Background: an optimization exercise with open tools, aiming at small area, a short achievable clock period and few clock cycles per item. Do not read the settings as production practice. Only simulation tests tie the RTL to the original design; equivalence was not proved.

<file path="config.mk">
export PLATFORM = sky130hd
export DESIGN_NAME = sha256d_nonce_scanner
export DESIGN_NICKNAME = sha256d_nonce_scanner
export VERILOG_FILES = /design/flow/design.v
export SDC_FILE = /design/flow/constraint.sdc
export NUM_CORES = 4
export LEC_CHECK = 0
export CAP_MARGIN = 20
export CORE_MARGIN = 2
export CORE_UTILIZATION = 40
export SLEW_MARGIN = 20
</file>
<file path="constraint.sdc">
create_clock -name core_clock -period 11.0 [get_ports {clk}]
set_input_delay 2.2000 -clock core_clock [delete_from_list [all_inputs] [get_ports {clk}]]
set_output_delay 2.2000 -clock core_clock [all_outputs]
set_load 0.01 [all_outputs]
</file>
<file path="design.v">
module sha256d_nonce_scanner #(
  parameter int RPC        = 1,
  parameter int NONCE_STEP = 1
) (
  input  logic         clk,
  input  logic         rst_n,
  input  logic         start,
  input  logic         abort,
  input  logic [639:0] header,
  input  logic [31:0]  nonce_start,
  input  logic [31:0]  nonce_end,
  input  logic [255:0] target,
  output logic         busy,
  output logic         done,
  output logic         found,
  output logic [31:0]  found_nonce,
  output logic [255:0] found_hash,
  output logic [31:0]  cur_nonce
);
  if (!(RPC == 1 || RPC == 2 || RPC == 4)) begin : g_bad_rpc
    $error("sha256d_nonce_scanner: RPC must be 1, 2 or 4");
  end
  localparam int          ROUND_CYCLES = 64 / RPC;
  localparam logic [6:0]  LAST_STEP    = 7'(ROUND_CYCLES + 1);
  localparam logic [31:0] STEP_V       = 32'(NONCE_STEP);
  typedef enum logic [2:0] {S_IDLE, S_MID, S_B2, S_DBL, S_CHK} state_e;
  typedef logic [511:0] win_t;    
  typedef logic [255:0] work_t;   
  localparam work_t IV = {32'h5be0cd19, 32'h1f83d9ab, 32'h9b05688c, 32'h510e527f,
                          32'ha54ff53a, 32'h3c6ef372, 32'hbb67ae85, 32'h6a09e667};
  localparam logic [2047:0] K = {
    32'h428a2f98, 32'h71374491, 32'hb5c0fbcf, 32'he9b5dba5, 32'h3956c25b, 32'h59f111f1, 32'h923f82a4, 32'hab1c5ed5,
    32'hd807aa98, 32'h12835b01, 32'h243185be, 32'h550c7dc3, 32'h72be5d74, 32'h80deb1fe, 32'h9bdc06a7, 32'hc19bf174,
    32'he49b69c1, 32'hefbe4786, 32'h0fc19dc6, 32'h240ca1cc, 32'h2de92c6f, 32'h4a7484aa, 32'h5cb0a9dc, 32'h76f988da,
    32'h983e5152, 32'ha831c66d, 32'hb00327c8, 32'hbf597fc7, 32'hc6e00bf3, 32'hd5a79147, 32'h06ca6351, 32'h14292967,
    32'h27b70a85, 32'h2e1b2138, 32'h4d2c6dfc, 32'h53380d13, 32'h650a7354, 32'h766a0abb, 32'h81c2c92e, 32'h92722c85,
    32'ha2bfe8a1, 32'ha81a664b, 32'hc24b8b70, 32'hc76c51a3, 32'hd192e819, 32'hd6990624, 32'hf40e3585, 32'h106aa070,
    32'h19a4c116, 32'h1e376c08, 32'h2748774c, 32'h34b0bcb5, 32'h391c0cb3, 32'h4ed8aa4a, 32'h5b9cca4f, 32'h682e6ff3,
    32'h748f82ee, 32'h78a5636f, 32'h84c87814, 32'h8cc70208, 32'h90befffa, 32'ha4506ceb, 32'hbef9a3f7, 32'hc67178f2
  };
  function automatic logic [31:0] rotr(input logic [31:0] x, input int n);
    rotr = (x >> n) | (x << (32 - n));
  endfunction
  function automatic logic [31:0] bsig0(input logic [31:0] x);
    bsig0 = rotr(x, 2) ^ rotr(x, 13) ^ rotr(x, 22);
  endfunction
  function automatic logic [31:0] bsig1(input logic [31:0] x);
    bsig1 = rotr(x, 6) ^ rotr(x, 11) ^ rotr(x, 25);
  endfunction
  function automatic logic [31:0] ssig0(input logic [31:0] x);
    ssig0 = rotr(x, 7) ^ rotr(x, 18) ^ (x >> 3);
  endfunction
  function automatic logic [31:0] ssig1(input logic [31:0] x);
    ssig1 = rotr(x, 17) ^ rotr(x, 19) ^ (x >> 10);
  endfunction
  function automatic logic [31:0] bswap32(input logic [31:0] x);
    bswap32 = {x[7:0], x[15:8], x[23:16], x[31:24]};
  endfunction
  state_e         state_q, state_d;
  logic [6:0]     step_q, step_d;
  logic [31:0]    nonce_q, nonce_d;
  logic           done_q, done_d;
  logic           found_q, found_d;
  logic [31:0]    found_nonce_q, found_nonce_d;
  logic [255:0]   found_hash_q, found_hash_d;
  logic [607:0]   hdr_q, hdr_d;
  logic [31:0]    nonce_end_q, nonce_end_d;
  logic [255:0]   target_q, target_d;
  win_t           w_q, w_d;
  work_t          wk_q, wk_d;
  work_t          h_q, h_d;
  work_t          mid_q, mid_d;
  win_t           load_words;
  work_t          load_cv;
  work_t          round_out;
  win_t           win_next;
  work_t          digest;
  logic [5:0]     t_base;
  logic [255:0]   raw_hash;
  logic [255:0]   hash_le;
  logic           unused_nonce_field;
  assign unused_nonce_field = ^header[31:0];
  win_t  words_mid;
  win_t  words_b2;
  win_t  words_dbl;
  for (genvar i = 0; i < 16; i++) begin : g_words_mid
    assign words_mid[32*i +: 32] = hdr_q[607 - 32*i -: 32];
  end
  assign words_b2  = {32'h00000280, 320'h0, 32'h80000000, bswap32(nonce_q), hdr_q[31:0], hdr_q[63:32], hdr_q[95:64]};
  assign words_dbl = {32'h00000100, 192'h0, 32'h80000000, h_q};
  always_comb begin
    case (state_q)
      S_MID:   begin load_words = words_mid; load_cv = IV;   end
      S_B2:    begin load_words = words_b2;  load_cv = mid_q; end
      S_DBL:   begin load_words = words_dbl; load_cv = IV;   end
      default: begin load_words = '0;        load_cv = IV;   end
    endcase
  end
  assign t_base = 6'(int'(step_q - 7'd1) * RPC);
  for (genvar i = 0; i < 8; i++) begin : g_digest
    assign digest[32*i +: 32]                  = h_q[32*i +: 32] + wk_q[32*i +: 32];
    assign raw_hash[255 - 32*i -: 32] = h_q[32*i +: 32];
  end
  for (genvar b = 0; b < 32; b++) begin : g_hash_le
    assign hash_le[8*b +: 8] = raw_hash[255 - 8*b -: 8];
  end
  logic [256*(RPC+1)-1:0] rchain;
  logic [512*(RPC+1)-1:0] wchain;
  assign rchain[256*(0) +: 256] = wk_q;
  assign wchain[512*(0) +: 512] = w_q;
  for (genvar j = 0; j < RPC; j++) begin : g_round
    work_t       s;
    win_t        w;
    logic [5:0]  tj;
    logic [31:0] t1;
    logic [31:0] t2;
    logic [31:0] nw;
    work_t       r;
    assign s    = rchain[256*(j) +: 256];
    assign w    = wchain[512*(j) +: 512];
    assign tj   = t_base + 6'(j);
    assign t1   = s[32*7 +: 32] + bsig1(s[32*4 +: 32]) + ((s[32*4 +: 32] & s[32*5 +: 32]) ^ (~s[32*4 +: 32] & s[32*6 +: 32])) + K[2047 - 32*tj -: 32] + w_q[32*j +: 32];
    assign t2   = bsig0(s[32*0 +: 32]) + ((s[32*0 +: 32] & s[32*1 +: 32]) ^ (s[32*0 +: 32] & s[32*2 +: 32]) ^ (s[32*1 +: 32] & s[32*2 +: 32]));
    assign r    = {s[32*6 +: 32], s[32*5 +: 32], s[32*4 +: 32], s[32*3 +: 32] + t1, s[32*2 +: 32], s[32*1 +: 32], s[32*0 +: 32], t1 + t2};
    assign rchain[256*(j+1) +: 256] = r;
    assign nw   = ssig1(w[32*14 +: 32]) + w[32*9 +: 32] + ssig0(w[32*1 +: 32]) + w[32*0 +: 32];
    assign wchain[512*(j+1) +: 512] = {nw, w[511:32]};
  end
  assign round_out = rchain[256*(RPC) +: 256];
  assign win_next  = wchain[512*(RPC) +: 512];
  always_comb begin
    state_d       = state_q;
    step_d        = step_q;
    nonce_d       = nonce_q;
    done_d        = 1'b0;
    found_d       = found_q;
    found_nonce_d = found_nonce_q;
    found_hash_d  = found_hash_q;
    hdr_d         = hdr_q;
    nonce_end_d   = nonce_end_q;
    target_d      = target_q;
    w_d           = w_q;
    wk_d          = wk_q;
    h_d           = h_q;
    mid_d         = mid_q;
    if (abort) begin
      state_d = S_IDLE;
    end else begin
      case (state_q)
        S_IDLE: begin
          if (start) begin
            hdr_d         = header[639:32];
            nonce_d       = nonce_start;
            nonce_end_d   = nonce_end;
            target_d      = target;
            found_d       = 1'b0;
            found_nonce_d = '0;
            found_hash_d  = '0;
            step_d        = '0;
            state_d       = S_MID;
          end
        end
        S_MID, S_B2, S_DBL: begin
          if (step_q == 7'd0) begin
            step_d = 7'd1;
            w_d    = load_words;
            h_d    = load_cv;
            wk_d   = load_cv;
          end else if (step_q == LAST_STEP) begin
            step_d = '0;
            if (state_q == S_MID) begin
              mid_d   = digest;
              state_d = S_B2;
            end else begin
              h_d     = digest;
              state_d = (state_q == S_B2) ? S_DBL : S_CHK;
            end
          end else begin
            step_d = step_q + 7'd1;
            wk_d   = round_out;
            w_d    = win_next;
          end
        end
        S_CHK: begin
          if (hash_le <= target_q) begin
            found_d       = 1'b1;
            found_nonce_d = nonce_q;
            found_hash_d  = raw_hash;
            done_d        = 1'b1;
            state_d       = S_IDLE;
          end else if (nonce_q == nonce_end_q) begin
            done_d  = 1'b1;
            state_d = S_IDLE;
          end else begin
            nonce_d = nonce_q + STEP_V;
            state_d = S_B2;
          end
        end
        default: state_d = S_IDLE;
      endcase
    end
  end
  always_ff @(posedge clk or negedge rst_n) begin
    if (!rst_n) begin
      state_q       <= S_IDLE;
      step_q        <= '0;
      nonce_q       <= '0;
      done_q        <= 1'b0;
      found_q       <= 1'b0;
      found_nonce_q <= '0;
      found_hash_q  <= '0;
    end else begin
      state_q       <= state_d;
      step_q        <= step_d;
      nonce_q       <= nonce_d;
      done_q        <= done_d;
      found_q       <= found_d;
      found_nonce_q <= found_nonce_d;
      found_hash_q  <= found_hash_d;
    end
  end
  always_ff @(posedge clk) begin
    hdr_q       <= hdr_d;
    nonce_end_q <= nonce_end_d;
    target_q    <= target_d;
    w_q         <= w_d;
    wk_q        <= wk_d;
    h_q         <= h_d;
    mid_q       <= mid_d;
  end
  assign busy        = (state_q != S_IDLE);
  assign done        = done_q;
  assign found       = found_q;
  assign found_nonce = found_nonce_q;
  assign found_hash  = found_hash_q;
  assign cur_nonce   = nonce_q;
endmodule
</file>
<file path="run.sh">
#!/bin/bash
# synth_recipe.tcl (not shown) runs the flow's synth.tcl, then flattens the netlist and writes it again
# the make line also repeats each setting of config.mk as NAME=value (left out here)
make -C /OpenROAD-flow-scripts/flow DESIGN_CONFIG=/design/flow/config.mk WORK_HOME=/design/flow/orfs CLKGATE_MAP_FILE= SYNTH_SCRIPT=/design/flow/synth_recipe.tcl finish
</file>
==> metrics.md <==
| Metric | Value |
|---|---|
| IO buf count | around 1.3k |
| Clock buffer depth | 4 |
| Clk sink count | 2508 |
| Largest net degree at the start of global routing | ~160 |
| Crit share post-route | 88.4% |
| Slew Limit Fails | 0 |
| Post-CTS Setup Bufs | 0 |
| Maximum level of the CTS H-tree | 5 |
| Die width | 578 um |
| Setup TNS Final | 0 ns |
| CP arrival | 10.38 ns |
| Syn. warnings | 1 |
| Top-area cell type share of the netlist area | 49.7% |
| Later-pin clock latency in the skew report | between 0.9 and 1 ns |
| Tot GR Track Use | 30.0% |
| Setup CP Type | register to register |
| Combined area of all synthesized cells | 132000 um2 |
| Placeable Area | around 330000 um2 |
| Via count | 98.3k |
| Distinct cells, synth | 83 |
| Main area contributors after synthesis | edfxtp_1 (50%), dfrtp_1 (6.3%), ha_1 (6.3%) |
| Async S/R FF share, synth | 13.2% |
| Setup Skew | 0.0635 ns |
| Antenna violations before repair | 67 |
| Row cnt | 210 |
| DRC | 0 |
| Die Y | a little under 600 um |
| Post-synthesis sequential area ratio | 56.0% |
| I/O pin count | 1287 |
| Measured slew at the worst slew-check pin | 1.19 ns |
| Synth Net Count | 13.0k |
| Post-synth EDFFs | 2176 |
| DRT iter0 DRCs | 11.1k |
| Max Cap Violations | 0 |
| Setup crit start kind | register |
| Total grt overflow | 0 |
| Final hold slack | ~0.50 ns |
| Status | finished clean |
| Relative slew slack | 19.6% |
| Ys flop type | edfxtp_1 |
| Starting Density | 40.2% |
| Root buf cell | clkbuf_16 |
| Worst setup EP type | register |
| CTS tree | done |
| Final Critical Period | between 9 and 10 ns |
| Avg Cell Area, Syn | 11.8 um2 |
| Drt pass-1 iters | 8 |
| Reg clk slew, reported paths | 0.06 ns |
| First-pass GRT wire length | 714000 um |
| Hold buffer count at CTS | 0 |
| Synth-to-Final Area Change | 22.0% |
| Num CTS Buffers | 287 |
| #FFs+latches synth | approximately 2.5k |
| Hold crit path type | register to register |
| Final count of hold timing violations | 0 |
| Fillers | 29.0k |
| Routability cong. | roughly 0.94 |
| Vias/cell | 5.73 |
| Final setup violation count | 0 |
| Share of cells above drive strength 1 | 8.61% |
| Nets | 14.4k |
| PostCTS Resize Cnt | 0 |
| Final wirelength | 516000 um |
| Slowest CP cell | xnor2_4 |
| Max FO, Critical Path | 27 |
| Max Clk Rate | 0.103 GHz |
| Hpwl dp | 391000 um |
| Synth area leader | edfxtp_1 |
| DR WL/cell | 30.1 um |
| Routed Antenna Nets | 0 |
| RSZ-0062 raised after global routing | no |
| Mapped Cells | between 10k and 15k |
| Vias in the first global route | 96.2k |
| Critical Path RT | between 10 and 15 ns |
| CP peak stage delay | 0.89 ns |
| DIE AREA | 334000 um2 |
-- routing by layer --
metal | up-vias | wire length, um | global-route usage [%]
li1 | 43300 | - | -
met1 | 49200 | 218000 | 41.8
met2 | 5010 | 231000 | 46.6
met3 | 759 | 45400 | 5.55
met4 | 40 | 21500 | 11.3
met5 | - | 264 | 0
-- final cells by class --
cell class	count	area, um2	share of cell area, %
repair buffers	1699	16200	10.1
inverters	925	3480	2.17
multi-input cells	7136	52100	32.5
diodes	29	72.6	0.0452
well taps	4346	5440	3.39
clock buffers	379	7910	4.93
flip-flops and latches	2508	73700	45.9
clock inverters	144	1590	0.990
-- state kept, by name, indices dropped and copies added (netlist names) --
signal	count
found_q	1
found_hash_q	256
hdr_q	608
state_q	3
mid_q	256
nonce_end_q	32
found_nonce_q	32
wk_q	256
h_q	256
w_q	512
target_q	256
nonce_q	32
done_q	1
step_q	7
-- cells in the mapped netlist (14+ instances only) --
cell	number
edfxtp_1	2176
nand2_1	1341
inv_1	923
ha_1	660
clkbuf_1	519
o21ai_0	513
xnor2_1	488
a21oi_1	457
nor2_1	437
mux2i_1	425
nand3_1	358
dfrtp_1	332
a21o_1	219
fa_1	197
o22a_1	197
a22o_1	167
o31ai_1	160
mux2_2	157
xor2_1	144
nor3_1	135
a22oi_1	131
nand4_1	86
nor2b_1	68
o21a_1	62
nand2b_1	61
o211ai_1	54
a31oi_1	48
and3_1	44
a211oi_1	42
o311ai_0	41
buf_4	40
o21bai_1	40
or3_1	31
maj3_1	30
nor4_1	26
buf_6	24
a21boi_0	22
a221oi_1	22
and2_1	18
buf_1	18
or2_2	18
a311oi_1	17
o22ai_1	17
a2111oi_0	14
o41ai_1	14
-- metrics by stage --
step	utilization (%)	cell area [um2]	setup slack [ns]	std cells
3_5_place_dp	46.1	151000	1.31	16600
3_3_place_gp	46.1	151000	1.22	16600
2_1_floorplan	-	132000	-16.22	11200
6_report	49.0	160000	1.28	17200
5_1_grt	49.0	160000	0.650	17100
4_1_cts	49.0	160000	1.26	17100
-- worst paths after layout --
kind | from | endpoint | slack [ns] | cells past startpoint
worst min register to register | w_q[358] | w_q[326] | 0.50 | 2
min in group asynchronous | rst_n | found_hash_q[208] | 1.25 | 1
worst max-delay path | step_q[1] | wk_q[29] | 1.28 | 39
max in group asynchronous | rst_n | found_hash_q[116] | 7.52 | 3
worst max register to register | step_q[1] | wk_q[29] | 1.28 | 39
worst min-delay path | w_q[358] | w_q[326] | 0.50 | 2
-- kinds of logic (layout without fill, tap and decap cells) --
kind of cell	Yosys count	after routing	share of synthesized area (%)
other	0	29	0
flip-flops	2508	2508	56.0
adder cells (fa/ha/maj)	887	887	9.50
AO/OA/AOI/OAI	2359	2359	12.2
buffers and inverters	1528	3147	4.61
AND/OR/NAND/NOR	2673	2673	8.93
XOR/XNOR	632	632	4.21
multiplexers	585	585	4.63
-- cell usage in the layout (no fill, tap or decap), drive strengths merged, types with 44 or more instances in the layout --
cell type,Yosys,final
a21o,219,219
a21oi,457,457
a22o,167,167
a22oi,131,131
a31oi,48,48
and3,44,44
buf,84,446
clkbuf,519,379
clkdlybuf4s50,0,1253
clkinv,2,93
dfrtp,332,332
edfxtp,2176,2176
fa,197,197
ha,660,660
inv,923,941
mux2,157,157
mux2i,425,425
nand2,1341,1341
nand2b,61,61
nand3,358,358
nand4,86,86
nor2,437,437
nor2b,68,68
nor3,135,135
o211ai,55,55
o21a,62,62
o21ai,518,518
o22a,197,197
o31ai,160,160
xnor2,488,488
xor2,144,144
-- worst max-delay path: cells and delay by family, from the launching register on --
kind,cells,cell delay (ns)
AOI/OAI and AO/OA,14,3.60
xor gates and xnor gates,2,1.14
adders and majority gates,5,1.82
buffers and inverters,6,1.25
DFF,1,0.37
muxes,1,0.17
and+or+nand+nor,11,1.09
Testbench counts, summed over its fixed seeds: cycles 226,925, items 1,545.

## port drivers added, routing unchanged
No port has a modelled driver above. Below, the same layout with a new extraction and two added sets of constraints.
Step 1 sets driving cells, clkbuf_16 on the clock port and buf_2 on the other inputs (assumed; they add their load-dependent delay and slew).
Step 2 moves the port delays by t, midway between the first and last clock arrival at a register: inputs arrive t later, outputs are due t later. That takes back most of the time a late clock gives input paths.
a / b / c = no drivers / after step 1 / after step 2; a / b = the first two.
t (ns): 0.995
setup slack, ns: 1.275 / 1.275 / 1.275
hold slack, ns: 0.496 / 0.496 / 0.496
clock arrival spread, ns: 0.079 / 0.079
cell pins on the clock port's net: 1
After both steps this run still meets setup and hold. For this run, drivers alone change the setup slack by 0.000 ns; drivers and shift together by 0.000 ns.
